Background: an optimization exercise with open tools, aiming at small area and a short achievable clock period. Do not read the settings as production practice. Only simulation tests tie the RTL to the original design; equivalence was not proved.

**flow/design.v**
```verilog
package fp_format_pkg;
    typedef struct packed {
        logic                 sign;
        logic [8-1:0] exp;
        logic [23-1:0] man;
    } fp_word_t;
    typedef struct packed {
        logic                 sign;
        logic [8-1:0] exp;
        logic [23:0]   man;
        logic                 is_zero;
        logic                 is_inf;
        logic                 is_nan;
    } fp_operand_t;
    typedef struct packed {
        logic                  sign;
        logic signed [9:0]     exp;
        logic [27-1:0] man;
    } fp_norm_t;
endpackage
package fp_op_pkg;
    typedef enum logic [5-1:0] {
        OP_FSUB   = 5'b01010,
        OP_FMUL   = 5'b01011,
        OP_FCVT   = 5'b01100,
        OP_FCLASS = 5'b01111
    } fp_op_e;
    typedef enum logic [3:0] {
        CLASS_NEG_INF  = 4'd0,
        CLASS_NEG_NORM = 4'd1,
        CLASS_NEG_SUB  = 4'd2,
        CLASS_NEG_ZERO = 4'd3,
        CLASS_POS_ZERO = 4'd4,
        CLASS_POS_SUB  = 4'd5,
        CLASS_POS_NORM = 4'd6,
        CLASS_POS_INF  = 4'd7,
        CLASS_SNAN     = 4'd8,
        CLASS_QNAN     = 4'd9
    } fp_class_e;
    typedef struct packed {
        logic [32-1:0] data;
        logic                 invalid;
    } fp_result_t;
endpackage
`timescale 1ns/100ps
module fp_round_pack (
    input  fp_format_pkg::fp_norm_t i_norm,
    input  logic                    i_zero,
    output fp_op_pkg::fp_result_t   o_result
);
    logic signed [9:0]    exp_in;
    logic [23-1:0] frac;
    logic                 lsb;
    logic                 guard;
    logic                 rest;
    logic                 round_up;
    logic [23:0]   frac_inc;
    logic [8-1:0] exp_out;
    assign exp_in = i_norm.exp;
    assign frac   = i_norm.man[27-2:3];
    assign lsb    = i_norm.man[3];
    assign guard  = i_norm.man[3-1];
    assign rest   = |i_norm.man[3-2:0];
    assign round_up = guard & (rest | lsb);
    assign frac_inc = {1'b0, frac} + {{23{1'b0}}, round_up};
    assign exp_out = exp_in[8-1:0] + {{(8-1){1'b0}}, frac_inc[23]};
    always_comb begin
        o_result = '0;
        if (i_zero) begin
            o_result.data = '0;
        end else if (exp_in >= 255) begin
            o_result.data    = {i_norm.sign, {8{1'b1}}, {23{1'b0}}};
            o_result.invalid = 1'b1;
        end else if (exp_in <= 0) begin
            o_result.data    = '0;
            o_result.invalid = 1'b1;
        end else if (exp_out == 255) begin
            o_result.data    = {i_norm.sign, {8{1'b1}}, {23{1'b0}}};
            o_result.invalid = 1'b1;
        end else begin
            o_result.data = {i_norm.sign, exp_out, frac_inc[23-1:0]};
        end
    end
endmodule
`timescale 1ns/100ps
module fp_sub (
    input  fp_format_pkg::fp_operand_t i_a,
    input  fp_format_pkg::fp_operand_t i_b,
    output fp_format_pkg::fp_norm_t    o_norm,
    output logic                       o_zero
);
    logic                  b_sign;
    logic                  a_larger;
    logic [8-1:0]  exp_big;
    logic [8-1:0]  exp_diff;
    logic [27-1:0] man_big;
    logic [27-1:0] man_small;
    logic [27-1:0] lost_mask;
    logic                  sticky;
    logic [27-1:0] man_aligned;
    logic [27:0]   sum;
    logic [4:0]            lead_zeros;
    assign b_sign = ~i_b.sign;
    assign a_larger  = {i_a.exp, i_a.man} >= {i_b.exp, i_b.man};
    assign exp_big   = a_larger ? i_a.exp : i_b.exp;
    assign exp_diff  = a_larger ? (i_a.exp - i_b.exp) : (i_b.exp - i_a.exp);
    assign man_big   = a_larger ? {i_a.man, {3{1'b0}}} : {i_b.man, {3{1'b0}}};
    assign man_small = a_larger ? {i_b.man, {3{1'b0}}} : {i_a.man, {3{1'b0}}};
    assign lost_mask   = ~({27{1'b1}} << exp_diff);
    assign sticky      = |(man_small & lost_mask);
    assign man_aligned = (man_small >> exp_diff) | {{(27-1){1'b0}}, sticky};
    always_comb begin
        if (i_a.sign == b_sign) begin
            sum = {1'b0, man_big} + {1'b0, man_aligned};
        end else begin
            sum = {1'b0, man_big} - {1'b0, man_aligned};
        end
    end
    always_comb begin
        lead_zeros = '0;
        for (int i = 0; i < 27; i++) begin
            if (sum[i]) begin
                lead_zeros = 5'(27 - 1 - i);
            end
        end
    end
    always_comb begin
        o_norm.sign = a_larger ? i_a.sign : b_sign;
        if (sum[27]) begin
            o_norm.exp = $signed({2'b00, exp_big}) + 10'sd1;
            o_norm.man = {sum[27:2], sum[1] | sum[0]};
        end else begin
            o_norm.exp = $signed({2'b00, exp_big}) - $signed({5'b00000, lead_zeros});
            o_norm.man = sum[27-1:0] << lead_zeros;
        end
    end
    assign o_zero = (sum == '0);
endmodule
`timescale 1ns/100ps
module fp_mul (
    input  fp_format_pkg::fp_operand_t i_a,
    input  fp_format_pkg::fp_operand_t i_b,
    output fp_format_pkg::fp_norm_t    o_norm,
    output logic                       o_zero
);
    localparam int PROD_W = 2 * (23 + 1);
    localparam int KEEP_W = 27 - 1;
    logic [PROD_W-1:0] product;
    logic signed [9:0] exp_sum;
    assign product = i_a.man * i_b.man;
    assign exp_sum = $signed({2'b00, i_a.exp}) + $signed({2'b00, i_b.exp}) - 10'(127);
    always_comb begin
        o_norm.sign = i_a.sign ^ i_b.sign;
        if (product[PROD_W-1]) begin
            o_norm.exp = exp_sum + 10'sd1;
            o_norm.man = {product[PROD_W-1 -: KEEP_W], |product[PROD_W-KEEP_W-1:0]};
        end else begin
            o_norm.exp = exp_sum;
            o_norm.man = {product[PROD_W-2 -: KEEP_W], |product[PROD_W-KEEP_W-2:0]};
        end
    end
    assign o_zero = i_a.is_zero | i_b.is_zero;
endmodule
`timescale 1ns/100ps
module fp_cvt_ws (
    input  fp_format_pkg::fp_operand_t i_a,
    output fp_op_pkg::fp_result_t      o_result
);
    localparam int FIX_W  = 64;
    localparam int FRAC_W = 32;
    logic signed [9:0]       unb_exp;
    logic [5:0]              shamt;
    logic [FIX_W-1:0]        fixed;
    logic [FIX_W-FRAC_W-1:0] int_part;
    logic                    guard;
    logic                    rest;
    logic [32:0]             magnitude;
    assign unb_exp = $signed({2'b00, i_a.exp}) - 10'(127);
    assign shamt = 6'(unb_exp + 10'sd9);
    assign fixed = {{(FIX_W-23-1){1'b0}}, i_a.man} << shamt;
    assign int_part = fixed[FIX_W-1:FRAC_W];
    assign guard    = fixed[FRAC_W-1];
    assign rest     = |fixed[FRAC_W-2:0];
    assign magnitude = {1'b0, int_part} + {32'd0, guard & (rest | int_part[0])};
    always_comb begin
        o_result = '0;
        if (i_a.is_nan) begin
            o_result.data    = 32'h7FFF_FFFF;
            o_result.invalid = 1'b1;
        end else if (i_a.is_inf || unb_exp > 10'sd30) begin
            o_result.data    = i_a.sign ? 32'h8000_0000 : 32'h7FFF_FFFF;
            o_result.invalid = 1'b1;
        end else if (unb_exp < -10'sd1) begin
            o_result.data = '0;
        end else if (i_a.sign) begin
            if (magnitude > 33'h0_8000_0000) begin
                o_result.data    = 32'h8000_0000;
                o_result.invalid = 1'b1;
            end else begin
                o_result.data = ~magnitude[31:0] + 32'd1;
            end
        end else begin
            if (magnitude > 33'h0_7FFF_FFFF) begin
                o_result.data    = 32'h7FFF_FFFF;
                o_result.invalid = 1'b1;
            end else begin
                o_result.data = magnitude[31:0];
            end
        end
    end
endmodule
`timescale 1ns/100ps
module fp_class (
    input  fp_format_pkg::fp_operand_t i_a,
    output logic [32-1:0]       o_mask
);
    fp_op_pkg::fp_class_e cls;
    always_comb begin
        if (i_a.is_nan) begin
            cls = i_a.man[23-1] ? fp_op_pkg::CLASS_QNAN : fp_op_pkg::CLASS_SNAN;
        end else if (i_a.is_inf) begin
            cls = i_a.sign ? fp_op_pkg::CLASS_NEG_INF : fp_op_pkg::CLASS_POS_INF;
        end else if (i_a.is_zero) begin
            cls = i_a.sign ? fp_op_pkg::CLASS_NEG_ZERO : fp_op_pkg::CLASS_POS_ZERO;
        end else if (i_a.exp == '0) begin
            cls = i_a.sign ? fp_op_pkg::CLASS_NEG_SUB : fp_op_pkg::CLASS_POS_SUB;
        end else begin
            cls = i_a.sign ? fp_op_pkg::CLASS_NEG_NORM : fp_op_pkg::CLASS_POS_NORM;
        end
    end
    assign o_mask = 32'd1 << cls;
endmodule
`timescale 1ns/100ps
module fp_unit (
    input  logic                    i_clk,
    input  logic                    i_rst_n,
    input  logic [32-1:0]    i_data_r1,
    input  logic [32-1:0]    i_data_r2,
    input  logic [5-1:0]   i_alu_ctrl,
    output logic [32-1:0]    o_data,
    output logic                    o_invalid
);
    function automatic fp_format_pkg::fp_operand_t unpack(
        input fp_format_pkg::fp_word_t w
    );
        fp_format_pkg::fp_operand_t op;
        op.sign    = w.sign;
        op.exp     = w.exp;
        op.man     = {|w.exp, w.man};
        op.is_zero = (w.exp == '0) && (w.man == '0);
        op.is_inf  = (w.exp == 255) && (w.man == '0);
        op.is_nan  = (w.exp == 255) && (w.man != '0);
        unpack = op;
    endfunction
    fp_format_pkg::fp_operand_t op_a;
    fp_format_pkg::fp_operand_t op_b;
    fp_format_pkg::fp_norm_t    sub_norm;
    fp_format_pkg::fp_norm_t    mul_norm;
    logic                       sub_zero;
    logic                       mul_zero;
    logic [32-1:0]       class_mask;
    fp_op_pkg::fp_result_t      sub_res;
    fp_op_pkg::fp_result_t      mul_res;
    fp_op_pkg::fp_result_t      cvt_res;
    fp_op_pkg::fp_result_t      class_res;
    fp_op_pkg::fp_result_t      sel_res;
    fp_op_pkg::fp_result_t      result_q;
    fp_op_pkg::fp_op_e          op;
    assign op_a = unpack(i_data_r1);
    assign op_b = unpack(i_data_r2);
    assign op   = fp_op_pkg::fp_op_e'(i_alu_ctrl);
    fp_sub u_sub (.i_a(op_a), .i_b(op_b), .o_norm(sub_norm), .o_zero(sub_zero));
    fp_round_pack u_sub_round (.i_norm(sub_norm), .i_zero(sub_zero), .o_result(sub_res));
    fp_mul u_mul (.i_a(op_a), .i_b(op_b), .o_norm(mul_norm), .o_zero(mul_zero));
    fp_round_pack u_mul_round (.i_norm(mul_norm), .i_zero(mul_zero), .o_result(mul_res));
    fp_cvt_ws u_cvt (.i_a(op_a), .o_result(cvt_res));
    fp_class  u_class (.i_a(op_a), .o_mask(class_mask));
    assign class_res.data    = class_mask;
    assign class_res.invalid = 1'b0;
    always_comb begin
        case (op)
            fp_op_pkg::OP_FSUB:   sel_res = sub_res;
            fp_op_pkg::OP_FMUL:   sel_res = mul_res;
            fp_op_pkg::OP_FCVT:   sel_res = cvt_res;
            fp_op_pkg::OP_FCLASS: sel_res = class_res;
            default:              sel_res = '0;
        endcase
    end
    always_ff @(posedge i_clk) begin
        if (!i_rst_n) begin
            result_q <= '0;
        end else begin
            result_q <= sel_res;
        end
    end
    assign o_data    = result_q.data;
    assign o_invalid = result_q.invalid;
endmodule
```
**flow/run.sh**
```bash
#!/bin/bash
# synth_recipe.tcl (not shown) runs the flow's synth.tcl, then flattens the netlist and writes it again
# the make line also repeats each setting of config.mk as NAME=value (left out here)
make -C /OpenROAD-flow-scripts/flow DESIGN_CONFIG=/design/flow/config.mk WORK_HOME=/design/flow/orfs CLKGATE_MAP_FILE= SYNTH_SCRIPT=/design/flow/synth_recipe.tcl finish
```
**flow/config.mk**
```make
export PLATFORM = sky130hd
export DESIGN_NAME = fp_unit
export DESIGN_NICKNAME = fp_unit
export VERILOG_FILES = /design/flow/design.v
export SDC_FILE = /design/flow/constraint.sdc
export NUM_CORES = 4
export LEC_CHECK = 0
export CAP_MARGIN = 20
export CORE_MARGIN = 2
export CORE_UTILIZATION = 40
export SLEW_MARGIN = 20
```
**flow/constraint.sdc**
```tcl
create_clock -name core_clock -period 16.0 [get_ports {i_clk}]
set_input_delay 3.2000 -clock core_clock [delete_from_list [all_inputs] [get_ports {i_clk}]]
set_output_delay 3.2000 -clock core_clock [all_outputs]
set_load 0.01 [all_outputs]
```
==> run summary <==
timing repair:
action	CTS	global route
gates cloned	0	1
buffers inserted	0	37
gates resized for setup	5	110
setup endpoints to repair	23	31
pin swaps	0	53
layer usage:
metal	up-vias	track usage [%]	routed length, µm
li1	17900	-	-
met1	19700	46.3	71200
met2	1856	51.9	72100
met3	326	5.15	14700
met4	2	10.9	6670
met5	-	0	14
placed cells by master (no fill, tap or decap), types with 58 or more instances in the layout:
cell type / n
mux2i_1: 131
nor3_1: 117
clkdlybuf4s50_1: 82
buf_4: 624
nand3_1: 112
nor2_1: 336
inv_1: 597
ha_1: 284
nand2_1: 674
fa_1: 485
and2_1: 175
xor2_1: 85
a211oi_1: 69
nand4_1: 58
o21ai_0: 217
xnor2_1: 135
a21oi_1: 194
worst max-delay path: cells and delay by family:
family / cells / cell delay [ns]
AOI/OAI and AO/OA: 15 / 3.99
xor gates and xnor gates: 3 / 0.63
adders and majority gates: 5 / 1.27
buffers and inverters: 18 / 2.91
muxes: 1 / 0.16
and+or+nand+nor: 16 / 3.55
cells by family (layout without fill, tap and decap cells):
logic type,Yosys count,after routing,share of synthesized area [%]
buffers and inverters,927,1365,9.59
AND/OR/NAND/NOR,1775,1775,22.5
AO/OA/AOI/OAI,1026,1026,18.5
adder cells (fa/ha/maj),778,778,35.1
XOR/XNOR,232,232,5.45
other,0,3,0
flip-flops,33,33,1.73
multiplexers,220,220,7.12
how the worst max path moves through the flow:
stage                                          to          start  cells past startpoint
after CTS                  result_q[7]$_SDFF_PN0_  i_data_r1[24]                     62
after detailed placement   result_q[7]$_SDFF_PN0_  i_data_r1[24]                     63
final                      result_q[7]$_SDFF_PN0_  i_data_r2[23]                     58
after floorplan           result_q[13]$_SDFF_PN0_  i_data_r1[23]                     64
after global placement    result_q[21]$_SDFF_PN0_   i_data_r1[8]                     41
after global routing       result_q[7]$_SDFF_PN0_  i_data_r2[29]                     64
layout make-up:
cell class              count  area share (%)
repair buffers            748            13.3
clock buffers               5           0.277
flip-flops and latches     33            1.46
diodes                      3          0.0166
inverters                 609            5.08
clock inverters             3          0.0388
well taps                1265            3.51
multi-input cells        4031            76.3
through the flow:
step                      cell area [µm²]
after detailed placement            44200
after floorplan                     38200
final                               45100
after CTS                           44300
after global routing                45100
after global placement              44200
==> flow_summary.toml <==
[placed_design]
dpl.hpwl_mm = 131
dp.cells = 6648
place_ws_ns = -0.373
io_buffers = 103
gp_congestion = 1.05

[run]
max_cap_violations = 0

[floorplanning]
die_area_mm2 = 0.0978
die_h_um = 313
initial_core_util_pct = 40.2
rows = 113
core_mm2 = 0.0947
die_w_um = 313
io_pins = 104

[finish]
drive_gt1_share_pct = 17.2
largest_reg_flops = 33
seq_area_um2 = 661
syn_to_final_growth_pct = 18.4
fin_cells = 6697
postLayoutCoreUtil_pct = 47.6
multi_input_comb_area_mm2 = 0.0344
nNetsFinal = 6277
num-fill-cells = 9587
top_regs = "result_q: 33 flops"
regMostFlops = "result_q"

[yosys]
synth_edf_count = 0
synth_seq_cells = 33
synthDistinctLibCells = 120
synth_top_cell_by_area = "fa_1"
synthTopCellsByCount = "678 x nand2_1, 599 x inv_1, 487 x fa_1, 337 x nor2_1, 291 x ha_1"
synth-main-ff-cell = "dfxtp_1"
postSynth.asyncResetShare_pct = 0
yosysMostFrequentCell = "nand2_1"
netlist_instances = 4991
yosysSeqAreaShare_pct = 1.73
synth_area_mm2 = 0.0381
synth_fp_nets = 5840
yosys_warnings = 6
synth_area_leaders = "fa_1 26%, ha_1 9.6%, nand2_1 6.7%"
avgSynthCellArea_um2 = 7.64
synth_top_area_share_pct = 25.6

[routing]
avgViaCountPerCell = 5.95
drc_errors = 0
drtIter0Drc = 3997
drtPass1Iterations = 6
ant_nets = 0
wl_per_cell_um = 24.6
routed_wl_mm = 165
vias = 39800

[hold_path]
hold_start = "i_rst_n"
hold_depth = 5
min_path_type = "in -> reg"
holdPathEnd = "result_q[11]$_SDFF_PN0_"

[setup_path]
crit_slowest_cell = "clkdlybuf4s50_1"
cp.arrival_ns = 15.76
startpoint_type = "input port"
path_max_fanout = 9
critical_path.max_stage_delay_ns = 0.55
path_class = "in -> reg"
end_kind = "register"
cp.required_ns = 16.14
cpMostUsedCell = "buf_4"

[timing]
layout_setup_ws_ns = 0.378
final-setup-viol-count = 0
period_share_pct = 97.6
relSlewSlack_pct = 23.0
holdWs_ns = 3.78
period_minus_slack_ns = 15.62
finalMaxSlewViolations = 0
max_freq_ghz = 0.0640
hold_viol_final = 0
worstMarginPinSlew_ns = 1.15
timing.setup.tns_ns = 0

[global_route]
grt_pass1_vias = 39300
grt-ovfl-total = 0
grt_pass1_wl_mm = 248
grt_max_degree = 83
grtUsageTotal_pct = 33.0
antenna_found_initial = 6

[clocking]
clk_pin_slew_ns = 0.06
cts_hold_buf = 0
root_buffer = "clkbuf_16"
cts_tree = "yes"
clk_path_buf_depth = 2
cts_buffers = 5
htree_levels = 2
clkSinkCount = 33

[status]
status = "finished clean"

-- separate check: timing with driven ports --
No port has a modelled driver above. Below, the same layout with a new extraction and two added sets of constraints.
Step 1: set_driving_cell puts a clkbuf_16 on i_clk and a buf_2 on each other input, an assumption about the parent block.
Step 2, shift: input delay + t, output delay - t, t = (earliest + latest rising clock arrival at the registers) / 2. This alone moves slack from input paths to output paths.
Slacks: ideal / step 1 / step 2; pairs: ideal / step 1.
t (ns): 0.319
slack for setup (ns): 0.378 / 0.392 / 0.073
worst hold slack (ns): 3.781 / 3.786 / 3.955
worst setup path at the end: input to register
clock arrival spread, ns: 0.008 / 0.008
After both steps setup and hold are still met in this run. The setup slack of this run moves by +0.014 ns with the drivers and by -0.305 ns with both steps.
